Source: an optimization exercise on an open RTL-to-GDS flow (aim: small area, a short achievable clock period and few clock cycles). Production flows keep margins and buffers that such runs may drop.
Function was checked by simulation only, so behaviour that the tests miss may differ from the original.
No activity file was given, so power comes from the tool's default toggle rates.

==> cedar <==
## qsim_top
module qsim_top
(
  input  wire        clk,
  input  wire        reset_n,
  input  wire        dut_valid,
  output wire        dut_ready,
  output wire        q_state_input_sram_write_enable,
  output qsim_pkg::addr_t q_state_input_sram_write_address,
  output qsim_pkg::word_t q_state_input_sram_write_data,
  output qsim_pkg::addr_t q_state_input_sram_read_address,
  input  qsim_pkg::word_t q_state_input_sram_read_data,
  output wire        q_state_output_sram_write_enable,
  output qsim_pkg::addr_t q_state_output_sram_write_address,
  output qsim_pkg::word_t q_state_output_sram_write_data,
  input  qsim_pkg::word_t q_state_output_sram_read_data,
  output wire        scratchpad_sram_write_enable,
  output qsim_pkg::addr_t scratchpad_sram_write_address,
  output qsim_pkg::word_t scratchpad_sram_write_data,
  output qsim_pkg::addr_t scratchpad_sram_read_address,
  input  qsim_pkg::word_t scratchpad_sram_read_data,
  output qsim_pkg::addr_t q_gates_sram_read_address,
  input  qsim_pkg::word_t q_gates_sram_read_data
);
  logic [3:0]  col;
  logic [4:0]  col1;
  logic        src1;
  logic        first2;
  logic [3:0]  wrow;
  logic [4:0]  wrow1;
  logic [31:0] acc;
  qsim_seq qsim_seq_i (
    .clk        (clk),
    .reset_n    (reset_n),
    .dut_valid  (dut_valid),
    .dut_ready  (dut_ready),
    .header_word(q_state_input_sram_read_data),
    .gate_addr  (q_gates_sram_read_address),
    .col        (col),
    .col1       (col1),
    .src1       (src1),
    .first2     (first2),
    .input_we   (q_state_input_sram_write_enable),
    .scratch_we (scratchpad_sram_write_enable),
    .output_we  (q_state_output_sram_write_enable),
    .wrow       (wrow),
    .wrow1      (wrow1)
  );
  qsim_cmac qsim_cmac_i (
    .clk         (clk),
    .src_scratch (src1),
  ...
==> flow/config.mk <==
export PLATFORM = sky130hd
export DESIGN_NAME = qsim_top
export DESIGN_NICKNAME = qsim_top
export VERILOG_FILES = /design/flow/design.v
export SDC_FILE = /design/flow/constraint.sdc
export NUM_CORES = 4
export LEC_CHECK = 0
export CAP_MARGIN = 20
export CORE_MARGIN = 2
export CORE_UTILIZATION = 40
export CTS_CLUSTER_DIAMETER = 80
export CTS_CLUSTER_SIZE = 30
export SLEW_MARGIN = 20
==> flow/constraint.sdc <==
create_clock -name core_clock -period 9.0 [get_ports {clk}]
set_input_delay 1.8000 -clock core_clock [delete_from_list [all_inputs] [get_ports {clk}]]
set_output_delay 1.8000 -clock core_clock [all_outputs]
set_load 0.01 [all_outputs]
standard.sh (not shown) runs the stock make flow with config.mk's settings and CLKGATE_MAP_FILE= SYNTH_SCRIPT=/design/flow/synth_recipe.tcl, a recipe that flattens the netlist after the stock synthesis.
==> flow/flow/run.sh <==
#!/bin/bash
# The standard layout (standard.sh) with these changes:
#  - synthesis skips the quick "abc -fast" pass inside Yosys's synth (-noabc);
#    otherwise that pass rewrites the generated full-adder trees so that
#    extract_fa finds most adders with inverted inputs and outputs, which
#    leaves several hundred inverters between the adder cells. Registers,
#    flattening and renaming are as in synth_recipe.tcl.
#  - every port still gets its buffer, but a plain buf_4 instead of the
#    clkdlybuf4s50_1 that buffer_ports picks by itself.
set -euo pipefail
export SETUP_SLACK_MARGIN=${MARGIN:-5.9}
export BUFFER_PORTS_ARGS="-buffer_cell sky130_fd_sc_hd__buf_4"
sed '1s/-nofsm -noshare /-nofsm -noshare -noabc /' synth_recipe.tcl > synth_noabc.tcl
grep -q -- '-noabc' synth_noabc.tcl
sed 's#/synth_recipe\.tcl#/synth_noabc.tcl#g' standard.sh > standard_noabc.sh
grep -q 'synth_noabc.tcl' standard_noabc.sh
bash standard_noabc.sh > standard.log 2>&1
==> onyx: changes against cedar <==
==> flow/run.sh (new file) <==
#!/bin/bash
# synth_recipe.tcl (not shown) runs the flow's synth.tcl, then flattens the netlist and writes it again
# the make line also repeats each setting of config.mk as NAME=value (left out here)
make -C /OpenROAD-flow-scripts/flow DESIGN_CONFIG=/design/flow/config.mk WORK_HOME=/design/flow/orfs CLKGATE_MAP_FILE= SYNTH_SCRIPT=/design/flow/synth_recipe.tcl finish
--- a/flow/config.mk
+++ b/flow/config.mk
@@ -12,2 +12,3 @@
 export CTS_CLUSTER_SIZE = 30
+export SETUP_SLACK_MARGIN = 5
 export SLEW_MARGIN = 20
removed: flow/flow/run.sh
removed: flow/standard.sh
==> maple: changes against cedar <==
--- a/flow/flow/run.sh
+++ b/flow/flow/run.sh
@@ -7,7 +7,7 @@
 #    flattening and renaming are as in synth_recipe.tcl.
-#  - every port still gets its buffer, but a plain buf_4 instead of the
+#  - every port still gets its buffer, but a plain buf_2 instead of the
 #    clkdlybuf4s50_1 that buffer_ports picks by itself.
 set -euo pipefail
-export SETUP_SLACK_MARGIN=${MARGIN:-5.9}
-export BUFFER_PORTS_ARGS="-buffer_cell sky130_fd_sc_hd__buf_4"
+export SETUP_SLACK_MARGIN=${MARGIN:-6.0}
+export BUFFER_PORTS_ARGS="-buffer_cell sky130_fd_sc_hd__buf_2"
 sed '1s/-nofsm -noshare /-nofsm -noshare -noabc /' synth_recipe.tcl > synth_noabc.tcl
==> run summary <==
- onyx passed the timing, DRC and antenna checks. maple completed with no timing, DRC or antenna violations. cedar finished with timing, DRC and antenna clean.
- In cedar the sequential power is smaller than in maple, by about 1%.
- Maximum frequency, highest first: maple, cedar, onyx.
- Final cell count: cedar < maple < onyx.
- In maple the first-iteration DRC count is larger than in cedar, by about 5.6%.
Testbench counts of cedar, summed over its fixed seeds: cycles 16,392.
Testbench counts of onyx, summed over its fixed seeds: cycles 16,392.
Testbench counts of maple, summed over its fixed seeds: cycles 16,392.

re-timing with driven ports:
The flow's constraints put no driver on any port. The routed layouts listed below were extracted and timed again, unchanged, in two steps. Step 1 (the two cells are an assumption about what drives the block):
set clk [get_ports {clk}]
set_driving_cell -lib_cell sky130_fd_sc_hd__clkbuf_16 $clk
set_driving_cell -lib_cell sky130_fd_sc_hd__buf_2 [delete_from_list [all_inputs] $clk]
Step 2 moves the port delays by t, midway between the first and last clock arrival at a register: inputs arrive t later, outputs are due t later. That takes back most of the time a late clock gives input paths. Slacks: no drivers / after step 1 / after step 2; pairs: no drivers / after step 1.
run | t (ns) | slack for setup (ns) | clock arrival spread, ns | slew at the worst register clock pin (ns)
cedar | 0.661 | 5.937 / 5.916 / 5.316 | 0.057 / 0.057 | 0.11 / 0.11
onyx | 0.704 | 5.156 / 5.090 / 4.545 | 0.043 / 0.043 | 0.11 / 0.11
maple | 0.718 | 5.944 / 5.874 / 5.349 | 0.067 / 0.067 | 0.11 / 0.11
After both steps setup and hold are still met in every run listed. For cedar, which loses most, drivers alone change the setup slack by -0.021 ns; drivers and shift together by -0.621 ns.
